Background: an optimization exercise with open tools, aiming at small area and a short achievable clock period. Do not read the settings as production practice.
Only simulation tests tie the RTL to the original design; equivalence was not proved.
Power is estimated from default activity; no workload was simulated.

## udp_bridge_top
module udp_bridge_top
(
  input  logic                   i_clk_axi,
  input  logic                   i_rst_axi,
  input  logic                   i_csr_wr,
  input  logic                   i_csr_rd,
  input  logic [3-1:0] i_csr_addr,
  input  logic [32-1:0] i_csr_wdata,
  output logic [32-1:0] o_csr_rdata,
  input  logic                   i_out_wr,
  input  logic [8-1:0] i_out_data,
  output logic                   o_out_full,
  input  logic                   i_in_rd,
  output logic [8-1:0] o_in_data,
  output logic                   o_in_last,
  output logic                   o_in_empty,
  output logic                   o_tx_valid,
  output logic [8-1:0] o_tx_data,
  output logic                   o_tx_last,
  input  logic                   i_tx_credit,
  input  logic                   i_rx_valid,
  input  logic [8-1:0] i_rx_data,
  input  logic                   i_rx_last,
  output logic                   o_rx_credit,
  output logic                   o_pkt_sent,
  output logic                   o_pkt_recv
);
For scale: ~550 flip-flops, about 120 I/O pins, ~22000 µm² of cells after synthesis.
==> flow/config.mk <==
export PLATFORM = sky130hd
export DESIGN_NAME = udp_bridge_top
export DESIGN_NICKNAME = udp_bridge_top
export VERILOG_FILES = /design/flow/design.v
export SDC_FILE = /design/flow/constraint.sdc
export NUM_CORES = 4
export LEC_CHECK = 0
export CAP_MARGIN = 20
export CORE_MARGIN = 2
export CORE_UTILIZATION = 60
export SETUP_SLACK_MARGIN = 3.75
export SLEW_MARGIN = 20
export TNS_END_PERCENT = 50
==> flow/constraint.sdc <==
create_clock -name core_clock -period 6.0 [get_ports {i_clk_axi}]
set_input_delay 1.2000 -clock core_clock [delete_from_list [all_inputs] [get_ports {i_clk_axi}]]
set_output_delay 1.2000 -clock core_clock [all_outputs]
set_load 0.01 [all_outputs]
standard.sh (not shown) runs the stock make flow with config.mk's settings and CLKGATE_MAP_FILE= SYNTH_SCRIPT=/design/flow/synth_recipe.tcl, a recipe that flattens the netlist after the stock synthesis.
==> flow/flow/run.sh <==
#!/bin/bash
# Own flow: the standard layout (standard.sh) with two changes: the port buffers start
# as buf_2 instead of the resizer's default pick, and clock tree synthesis adds no dummy
# loads. The whole make output goes to standard.log; ORFS keeps each step's log under orfs/logs.
set -uo pipefail
bash standard.sh \
  "BUFFER_PORTS_ARGS=-buffer_cell sky130_fd_sc_hd__buf_2" \
  "CTS_ARGS=-sink_clustering_enable -repair_clock_nets -sink_clustering_size 24 -sink_clustering_max_diameter 60 -dont_use_dummy_load" \
  finish > standard.log 2>&1
Then changed:
--- a/flow/design.v
+++ b/flow/design.v
@@ -80,17 +80,17 @@
       end
       if (tx_done) irq_sent <= 1'b1;
       if (recv_valid) irq_recv <= 1'b1;
     end
   end
   logic sel1, sel2, sel3, sel4, sel5;
-  assign sel1 = !i_rst_axi && (i_csr_addr == 3'd1);
-  assign sel2 = !i_rst_axi && (i_csr_addr == 3'd2);
-  assign sel3 = !i_rst_axi && (i_csr_addr == 3'd3) && recv_seen;
-  assign sel4 = !i_rst_axi && (i_csr_addr == 3'd4) && recv_seen;
-  assign sel5 = !i_rst_axi && (i_csr_addr == 3'd5);
+  assign sel1 = (i_csr_addr == 3'd1);
+  assign sel2 = (i_csr_addr == 3'd2);
+  assign sel3 = (i_csr_addr == 3'd3) && recv_seen;
+  assign sel4 = (i_csr_addr == 3'd4) && recv_seen;
+  assign sel5 = (i_csr_addr == 3'd5);
   assign rd_mux = ({32{sel1}} & {send_dst, send_src})
                 | ({32{sel2}} & {16'h0000, send_len})
                 | ({32{sel3}} & {recv_q[31:16], recv_q[47:32]})
                 | ({32{sel4}} & {16'h0000, recv_q[15:0]})
                 | ({32{sel5}} & {11'h000, ocnt, 3'b000, icnt, 6'b0, irq_sent, irq_recv});
   always_ff @(posedge i_clk_axi) begin
@@ -120,16 +120,14 @@
   assign ring_ne = (ocnt != {4'b0, hd_valid});
   assign need_head = (in_pay && (!hd_valid || beat)) || (in_hdr && beat && (idx == 3'd7));
   assign hd_valid_n = need_head ? (ring_ne || i_out_wr) : hd_valid;
   assign cred_nz_n = i_tx_credit || (cred > 3'd1) || ((cred == 3'd1) && !beat);
   assign len8    = h_len + 16'd8;
   logic [4:0]  ocnt_wr, ocnt_nowr;
-  logic        oring_wsel;
   assign ocnt_nowr  = pay_pop ? ocnt - 5'd1 : ocnt;
   assign ocnt_wr    = pay_pop ? ocnt : ocnt + 5'd1;
-  assign oring_wsel = !(need_head && !ring_ne);
   always_comb begin
     case (idx)
       3'd0:    hbyte = h_srclo;
       3'd1:    hbyte = h_dst[15:8];
       3'd2:    hbyte = h_dst[7:0];
       3'd3:    hbyte = len8[15:8];
@@ -162,19 +160,19 @@
       cred       <= cred - 3'(beat) + 3'(i_tx_credit);
       tx_valid_q <= ((st_n == S_HDR) || ((st_n == S_PAY) && hd_valid_n)) && cred_nz_n;
       hd_valid   <= hd_valid_n;
       ocnt       <= i_out_wr ? ocnt_wr : ocnt_nowr;
       if (st == S_PEND) idx <= '0;
       else if (in_hdr && beat) idx <= idx + 3'd1;
-      if (i_out_wr && oring_wsel) owr <= owr + 4'd1;
-      if (need_head && ring_ne) ord <= ord + 4'd1;
+      if (i_out_wr) owr <= owr + 4'd1;
+      if (need_head && (ring_ne || i_out_wr)) ord <= ord + 4'd1;
     end
   end
   for (genvar k = 0; k < 16; k++) begin : g_omem
     logic osel;
-    assign osel = oring_wsel && (owr == 4'(k));
+    assign osel = (owr == 4'(k));
     always_ff @(posedge i_clk_axi) begin
       if (i_out_wr && osel) omem[k] <= i_out_data;
     end
   end
   always_ff @(posedge i_clk_axi) begin
     if (st == S_PEND) begin
@@ -213,18 +211,18 @@
   assign hdr_take   = i_rx_valid && !pay_ph;
   assign ipush      = i_rx_valid && pay_ph;
   assign recv_valid = ipush && i_rx_last;
   assign ipop       = i_in_rd;
   assign icnt1      = (icnt == 5'd1);
   assign head_w     = ipush && (iempty || (ipop && icnt1));
-  assign ring_w     = i_rx_valid && iring_wsel && !(ipop && icnt1);
+  assign ring_w     = ipush;
   assign ring_r     = ipop && !icnt1;
   logic        iring_wsel;
   logic [4:0]  icnt_inc, icnt_dec;
   logic [3:0]  owed_dec, owed_inc;
-  assign iring_wsel = pay_ph && !iempty;
+  assign iring_wsel = pay_ph;
   assign icnt_inc   = icnt + 5'd1;
   assign icnt_dec   = icnt - 5'd1;
   assign owed_dec   = (owed == 4'd0) ? 4'd0 : owed - 4'd1;
   assign owed_inc   = owed + 4'd1;
   always_ff @(posedge i_clk_axi) begin
     if (i_rst_axi) begin
@@ -254,20 +252,20 @@
       iwr    <= '0;
       ird    <= '0;
     end else begin
       icnt   <= (ipush && !ipop) ? icnt_inc : (ipop && !ipush) ? icnt_dec : icnt;
       iempty <= !ipush && (iempty || (icnt1 && ipop));
       if (ring_w) iwr <= (iwr == 4'd14) ? 4'd0 : iwr + 4'd1;
-      if (ring_r) ird <= (ird == 4'd14) ? 4'd0 : ird + 4'd1;
+      if (ring_r || head_w) ird <= (ird == 4'd14) ? 4'd0 : ird + 4'd1;
     end
   end
   for (genvar k = 0; k < 15; k++) begin : g_imem
     logic isel;
     assign isel = iring_wsel && (iwr == 4'(k));
     always_ff @(posedge i_clk_axi) begin
-      if (i_rx_valid && isel && !(ipop && icnt1)) imem[k] <= {i_rx_data, i_rx_last};
+      if (i_rx_valid && isel) imem[k] <= {i_rx_data, i_rx_last};
     end
   end
   always_ff @(posedge i_clk_axi) begin
     if (i_rst_axi) ihead <= '0;
     else if (ring_r) ihead <= imem[ird];
     else if (head_w) ihead <= {i_rx_data, i_rx_last};
What happened: Global-route usage goes up by 0.79 points. Wire length goes up slightly. Die area goes up slightly. Design area goes down slightly. Clock power goes up slightly. Power stays flat. Non-clock buffer count goes down by 29. Worst hold slack hardly moves. Sequential share of layout area goes up by 0.93 points. Fmax goes down by a few percent. Worst setup slack got worse by 0.073 ns. Utilization goes down by 1.6 points.

The RTL this note starts from:
==> flow/design.v <==
package udp_pkg;
  typedef struct packed {
    logic [15:0] src_port;
    logic [15:0] dst_port;
    logic [15:0] length;
  } udp_hdr_t;
  typedef struct packed {
    logic [8-1:0] data;
    logic                   last;
  } rx_beat_t;
  typedef enum logic [3-1:0] {
    CTRL       = 3'd0,
    SEND_PORTS = 3'd1,
    SEND_LEN   = 3'd2,
    RECV_PORTS = 3'd3,
    RECV_LEN   = 3'd4,
    STATUS     = 3'd5
  } csr_addr_e;
endpackage
`timescale 1ns/1ns
module udp_bridge_top
(
  input  logic                   i_clk_axi,
  input  logic                   i_rst_axi,
  input  logic                   i_csr_wr,
  input  logic                   i_csr_rd,
  input  logic [3-1:0] i_csr_addr,
  input  logic [32-1:0] i_csr_wdata,
  output logic [32-1:0] o_csr_rdata,
  input  logic                   i_out_wr,
  input  logic [8-1:0] i_out_data,
  output logic                   o_out_full,
  input  logic                   i_in_rd,
  output logic [8-1:0] o_in_data,
  output logic                   o_in_last,
  output logic                   o_in_empty,
  output logic                   o_tx_valid,
  output logic [8-1:0] o_tx_data,
  output logic                   o_tx_last,
  input  logic                   i_tx_credit,
  input  logic                   i_rx_valid,
  input  logic [8-1:0] i_rx_data,
  input  logic                   i_rx_last,
  output logic                   o_rx_credit,
  output logic                   o_pkt_sent,
  output logic                   o_pkt_recv
);
  logic [15:0] send_src, send_dst, send_len;
  logic [47:0] recv_q;
  logic        irq_sent, irq_recv;
  logic        recv_seen;
  logic [31:0] rdata_q;
  logic        wr_ctrl, send_req, clear_irq, tx_done, recv_valid;
  logic [31:0] rd_mux;
  logic [4:0]  ocnt, icnt;
  assign wr_ctrl   = i_csr_wr && (i_csr_addr == 3'd0);
  assign send_req  = wr_ctrl && i_csr_wdata[0];
  assign clear_irq = wr_ctrl && i_csr_wdata[1];
  always_ff @(posedge i_clk_axi) begin
    if (i_rst_axi) begin
      send_src <= '0;
      send_dst <= '0;
      send_len <= '0;
    end else if (i_csr_wr) begin
      if (i_csr_addr == 3'd1) begin
        send_src <= i_csr_wdata[15:0];
        send_dst <= i_csr_wdata[31:16];
      end
      if (i_csr_addr == 3'd2) send_len <= i_csr_wdata[15:0];
    end
  end
  always_ff @(posedge i_clk_axi) begin
    if (i_rst_axi) begin
      irq_sent <= 1'b0;
      irq_recv <= 1'b0;
    end else begin
      if (clear_irq) begin
        irq_sent <= 1'b0;
        irq_recv <= 1'b0;
      end
      if (tx_done) irq_sent <= 1'b1;
      if (recv_valid) irq_recv <= 1'b1;
    end
  end
  logic sel1, sel2, sel3, sel4, sel5;
  assign sel1 = (i_csr_addr == 3'd1);
  assign sel2 = (i_csr_addr == 3'd2);
  assign sel3 = (i_csr_addr == 3'd3) && recv_seen;
  assign sel4 = (i_csr_addr == 3'd4) && recv_seen;
  assign sel5 = (i_csr_addr == 3'd5);
  assign rd_mux = ({32{sel1}} & {send_dst, send_src})
                | ({32{sel2}} & {16'h0000, send_len})
                | ({32{sel3}} & {recv_q[31:16], recv_q[47:32]})
                | ({32{sel4}} & {16'h0000, recv_q[15:0]})
                | ({32{sel5}} & {11'h000, ocnt, 3'b000, icnt, 6'b0, irq_sent, irq_recv});
  always_ff @(posedge i_clk_axi) begin
    if (i_rst_axi) rdata_q <= '0;
    else if (i_csr_rd) rdata_q <= rd_mux;
  end
  localparam logic [1:0] S_IDLE = 2'd0, S_PEND = 2'd1, S_HDR = 2'd2, S_PAY = 2'd3;
  logic [1:0]  st;
  logic [2:0]  idx;
  logic [7:0]  h_srclo;
  logic [15:0] h_dst, h_len;
  logic [2:0]  cred;
  logic        tx_valid_q, tx_last_q, hd_valid;
  logic [7:0]  tx_data_q;
  logic [7:0]  omem [16];
  logic [3:0]  owr, ord;
  logic        beat, in_hdr, in_pay, pay_pop, ring_ne, need_head;
  logic        hd_valid_n, cred_nz_n;
  logic [1:0]  st_n;
  logic [15:0] len8;
  logic [7:0]  hbyte;
  assign beat    = tx_valid_q;
  assign in_hdr  = (st == S_HDR);
  assign in_pay  = (st == S_PAY);
  assign pay_pop = beat && in_pay;
  assign tx_done = beat && tx_last_q;
  assign ring_ne = (ocnt != {4'b0, hd_valid});
  assign need_head = (in_pay && (!hd_valid || beat)) || (in_hdr && beat && (idx == 3'd7));
  assign hd_valid_n = need_head ? (ring_ne || i_out_wr) : hd_valid;
  assign cred_nz_n = i_tx_credit || (cred > 3'd1) || ((cred == 3'd1) && !beat);
  assign len8    = h_len + 16'd8;
  logic [4:0]  ocnt_wr, ocnt_nowr;
  assign ocnt_nowr  = pay_pop ? ocnt - 5'd1 : ocnt;
  assign ocnt_wr    = pay_pop ? ocnt : ocnt + 5'd1;
  always_comb begin
    case (idx)
      3'd0:    hbyte = h_srclo;
      3'd1:    hbyte = h_dst[15:8];
      3'd2:    hbyte = h_dst[7:0];
      3'd3:    hbyte = len8[15:8];
      3'd4:    hbyte = len8[7:0];
      default: hbyte = 8'h00;
    endcase
  end
  always_comb begin
    st_n = st;
    case (st)
      S_IDLE: if (send_req) st_n = S_PEND;
      S_PEND: st_n = S_HDR;
      S_HDR:  if (beat && idx == 3'd7) st_n = tx_last_q ? S_IDLE : S_PAY;
      S_PAY:  if (beat && tx_last_q) st_n = S_IDLE;
      default: st_n = S_IDLE;
    endcase
  end
  always_ff @(posedge i_clk_axi) begin
    if (i_rst_axi) begin
      st         <= S_IDLE;
      idx        <= '0;
      cred       <= 3'(4);
      tx_valid_q <= 1'b0;
      hd_valid   <= 1'b0;
      ocnt       <= '0;
      owr        <= '0;
      ord        <= '0;
    end else begin
      st         <= st_n;
      cred       <= cred - 3'(beat) + 3'(i_tx_credit);
      tx_valid_q <= ((st_n == S_HDR) || ((st_n == S_PAY) && hd_valid_n)) && cred_nz_n;
      hd_valid   <= hd_valid_n;
      ocnt       <= i_out_wr ? ocnt_wr : ocnt_nowr;
      if (st == S_PEND) idx <= '0;
      else if (in_hdr && beat) idx <= idx + 3'd1;
      if (i_out_wr) owr <= owr + 4'd1;
      if (need_head && (ring_ne || i_out_wr)) ord <= ord + 4'd1;
    end
  end
  for (genvar k = 0; k < 16; k++) begin : g_omem
    logic osel;
    assign osel = (owr == 4'(k));
    always_ff @(posedge i_clk_axi) begin
      if (i_out_wr && osel) omem[k] <= i_out_data;
    end
  end
  always_ff @(posedge i_clk_axi) begin
    if (st == S_PEND) begin
      h_srclo <= send_src[7:0];
      h_dst   <= send_dst;
      h_len   <= send_len;
    end else if (pay_pop) begin
      h_len   <= h_len - 16'd1;
    end
  end
  always_ff @(posedge i_clk_axi) begin
    if (i_rst_axi) begin
      tx_data_q <= '0;
      tx_last_q <= 1'b0;
    end else if (st == S_PEND) begin
      tx_data_q <= send_src[15:8];
      tx_last_q <= 1'b0;
    end else if (in_hdr && beat && idx != 3'd7) begin
      tx_data_q <= hbyte;
      tx_last_q <= (idx == 3'd6) && (h_len == 16'd0);
    end else if (need_head) begin
      tx_data_q <= ring_ne ? omem[ord] : i_out_data;
      tx_last_q <= pay_pop ? (h_len == 16'd2) : (h_len == 16'd1);
    end
  end
  logic [2:0]  hcnt;
  logic        pay_ph;
  logic [47:0] hsh;
  logic [3:0]  owed;
  logic        rxc_q;
  logic [8:0]  imem [15];
  logic [3:0]  iwr, ird;
  logic [8:0]  ihead;
  logic        iempty;
  logic        hdr_take, ipush, ipop, head_w, ring_w, ring_r, icnt1;
  assign hdr_take   = i_rx_valid && !pay_ph;
  assign ipush      = i_rx_valid && pay_ph;
  assign recv_valid = ipush && i_rx_last;
  assign ipop       = i_in_rd;
  assign icnt1      = (icnt == 5'd1);
  assign head_w     = ipush && (iempty || (ipop && icnt1));
  assign ring_w     = ipush;
  assign ring_r     = ipop && !icnt1;
  logic        iring_wsel;
  logic [4:0]  icnt_inc, icnt_dec;
  logic [3:0]  owed_dec, owed_inc;
  assign iring_wsel = pay_ph;
  assign icnt_inc   = icnt + 5'd1;
  assign icnt_dec   = icnt - 5'd1;
  assign owed_dec   = (owed == 4'd0) ? 4'd0 : owed - 4'd1;
  assign owed_inc   = owed + 4'd1;
  always_ff @(posedge i_clk_axi) begin
    if (i_rst_axi) begin
      hcnt      <= '0;
      pay_ph    <= 1'b0;
      recv_seen <= 1'b0;
    end else begin
      if (hdr_take) begin
        hcnt <= hcnt + 3'd1;
        if (hcnt == 3'd7) pay_ph <= 1'b1;
      end else if (recv_valid) begin
        pay_ph <= 1'b0;
      end
      if (recv_valid) recv_seen <= 1'b1;
    end
  end
  always_ff @(posedge i_clk_axi) begin
    if (recv_valid) recv_q <= hsh;
  end
  always_ff @(posedge i_clk_axi) begin
    if (hdr_take && (hcnt < 3'd6)) hsh <= {hsh[39:0], i_rx_data};
  end
  always_ff @(posedge i_clk_axi) begin
    if (i_rst_axi) begin
      icnt   <= '0;
      iempty <= 1'b1;
      iwr    <= '0;
      ird    <= '0;
    end else begin
      icnt   <= (ipush && !ipop) ? icnt_inc : (ipop && !ipush) ? icnt_dec : icnt;
      iempty <= !ipush && (iempty || (icnt1 && ipop));
      if (ring_w) iwr <= (iwr == 4'd14) ? 4'd0 : iwr + 4'd1;
      if (ring_r || head_w) ird <= (ird == 4'd14) ? 4'd0 : ird + 4'd1;
    end
  end
  for (genvar k = 0; k < 15; k++) begin : g_imem
    logic isel;
    assign isel = iring_wsel && (iwr == 4'(k));
    always_ff @(posedge i_clk_axi) begin
      if (i_rx_valid && isel) imem[k] <= {i_rx_data, i_rx_last};
    end
  end
  always_ff @(posedge i_clk_axi) begin
    if (i_rst_axi) ihead <= '0;
    else if (ring_r) ihead <= imem[ird];
    else if (head_w) ihead <= {i_rx_data, i_rx_last};
  end
  always_ff @(posedge i_clk_axi) begin
    if (i_rst_axi) begin
      rxc_q <= 1'b0;
      owed  <= '0;
    end else begin
      rxc_q <= (owed != 4'd0) || hdr_take || ipop;
      owed  <= (hdr_take && ipop) ? owed_inc : (hdr_take || ipop) ? owed : owed_dec;
    end
  end
  assign o_csr_rdata = rdata_q;
  assign o_out_full  = ocnt[4];
  assign o_in_data   = ihead[8:1];
  assign o_in_last   = ihead[0];
  assign o_in_empty  = iempty;
  assign o_tx_valid  = tx_valid_q;
  assign o_tx_data   = tx_data_q;
  assign o_tx_last   = tx_last_q;
  assign o_rx_credit = rxc_q;
  assign o_pkt_sent  = irq_sent;
  assign o_pkt_recv  = irq_recv;
endmodule
Settings: LEC_CHECK=0, CAP_MARGIN=20, CORE_MARGIN=2, CORE_UTILIZATION=60, SETUP_SLACK_MARGIN=3.6, SLEW_MARGIN=20; clock period 6.0 ns.
Scripts as last shown in full above: flow/flow/run.sh
Edit:
--- a/flow/design.v
+++ b/flow/design.v
@@ -121,12 +121,14 @@
   assign need_head = (in_pay && (!hd_valid || beat)) || (in_hdr && beat && (idx == 3'd7));
   assign hd_valid_n = need_head ? (ring_ne || i_out_wr) : hd_valid;
   assign cred_nz_n = i_tx_credit || (cred > 3'd1) || ((cred == 3'd1) && !beat);
   assign len8    = h_len + 16'd8;
   logic [4:0]  ocnt_wr, ocnt_nowr;
+  logic        oring_wsel;
   assign ocnt_nowr  = pay_pop ? ocnt - 5'd1 : ocnt;
   assign ocnt_wr    = pay_pop ? ocnt : ocnt + 5'd1;
+  assign oring_wsel = !(need_head && !ring_ne);
   always_comb begin
     case (idx)
       3'd0:    hbyte = h_srclo;
       3'd1:    hbyte = h_dst[15:8];
       3'd2:    hbyte = h_dst[7:0];
@@ -161,17 +163,17 @@
       tx_valid_q <= ((st_n == S_HDR) || ((st_n == S_PAY) && hd_valid_n)) && cred_nz_n;
       hd_valid   <= hd_valid_n;
       ocnt       <= i_out_wr ? ocnt_wr : ocnt_nowr;
       if (st == S_PEND) idx <= '0;
       else if (in_hdr && beat) idx <= idx + 3'd1;
-      if (i_out_wr) owr <= owr + 4'd1;
-      if (need_head && (ring_ne || i_out_wr)) ord <= ord + 4'd1;
+      if (i_out_wr && oring_wsel) owr <= owr + 4'd1;
+      if (need_head && ring_ne) ord <= ord + 4'd1;
     end
   end
   for (genvar k = 0; k < 16; k++) begin : g_omem
     logic osel;
-    assign osel = (owr == 4'(k));
+    assign osel = oring_wsel && (owr == 4'(k));
     always_ff @(posedge i_clk_axi) begin
       if (i_out_wr && osel) omem[k] <= i_out_data;
     end
   end
   always_ff @(posedge i_clk_axi) begin
@@ -212,16 +214,16 @@
   assign ipush      = i_rx_valid && pay_ph;
   assign recv_valid = ipush && i_rx_last;
   assign ipop       = i_in_rd;
   assign icnt1      = (icnt == 5'd1);
   assign head_w     = ipush && (iempty || (ipop && icnt1));
-  assign ring_w     = ipush;
+  assign ring_w     = i_rx_valid && iring_wsel && !(ipop && icnt1);
   assign ring_r     = ipop && !icnt1;
   logic        iring_wsel;
   logic [4:0]  icnt_inc, icnt_dec;
   logic [3:0]  owed_dec, owed_inc;
-  assign iring_wsel = pay_ph;
+  assign iring_wsel = pay_ph && !iempty;
   assign icnt_inc   = icnt + 5'd1;
   assign icnt_dec   = icnt - 5'd1;
   assign owed_dec   = (owed == 4'd0) ? 4'd0 : owed - 4'd1;
   assign owed_inc   = owed + 4'd1;
   always_ff @(posedge i_clk_axi) begin
@@ -253,18 +255,18 @@
       ird    <= '0;
     end else begin
       icnt   <= (ipush && !ipop) ? icnt_inc : (ipop && !ipush) ? icnt_dec : icnt;
       iempty <= !ipush && (iempty || (icnt1 && ipop));
       if (ring_w) iwr <= (iwr == 4'd14) ? 4'd0 : iwr + 4'd1;
-      if (ring_r || head_w) ird <= (ird == 4'd14) ? 4'd0 : ird + 4'd1;
+      if (ring_r) ird <= (ird == 4'd14) ? 4'd0 : ird + 4'd1;
     end
   end
   for (genvar k = 0; k < 15; k++) begin : g_imem
     logic isel;
     assign isel = iring_wsel && (iwr == 4'(k));
     always_ff @(posedge i_clk_axi) begin
-      if (i_rx_valid && isel) imem[k] <= {i_rx_data, i_rx_last};
+      if (i_rx_valid && isel && !(ipop && icnt1)) imem[k] <= {i_rx_data, i_rx_last};
     end
   end
   always_ff @(posedge i_clk_axi) begin
     if (i_rst_axi) ihead <= '0;
     else if (ring_r) ihead <= imem[ird];
Combinational power rose by 5.4%.
First-iteration DRC count fell by 3.7%.
Cell count rose by 1.2%.
Routed wire length fell by 0.80%.
Utilization rose by 1.8 points.
Power rose by 0.59%.

separate check: timing with driven ports:
The flow's constraints put no driver on any port. The routed layouts listed below were extracted and timed again, unchanged, in two steps.
Step 1 assumes that a clkbuf_16 drives the clock port and a buf_2 every other input.
Step 2 adds t to the input delays and takes it off the output delays; t is the mean of the earliest and latest rising clock arrival at the registers after step 1. Input paths then give back, and output paths get back, about the clock's delay inside the block.
Slacks: ideal / step 1 / step 2; pairs: ideal / step 1.
run	t (ns)	setup WS [ns]	pins driven straight from the clock port
the first run of note 1	0.603	3.687 / 3.630 / 3.120	1
the second run of note 1	0.587	3.614 / 3.651 / 3.063	1
the first run of note 2	0.588	3.582 / 3.609 / 3.027	1
the second run of note 2	0.604	3.628 / 3.586 / 3.085	1
After both steps setup and hold are still met in every run listed. For the first run of note 1, which loses most, drivers alone change the setup slack by -0.057 ns; drivers and shift together by -0.567 ns.
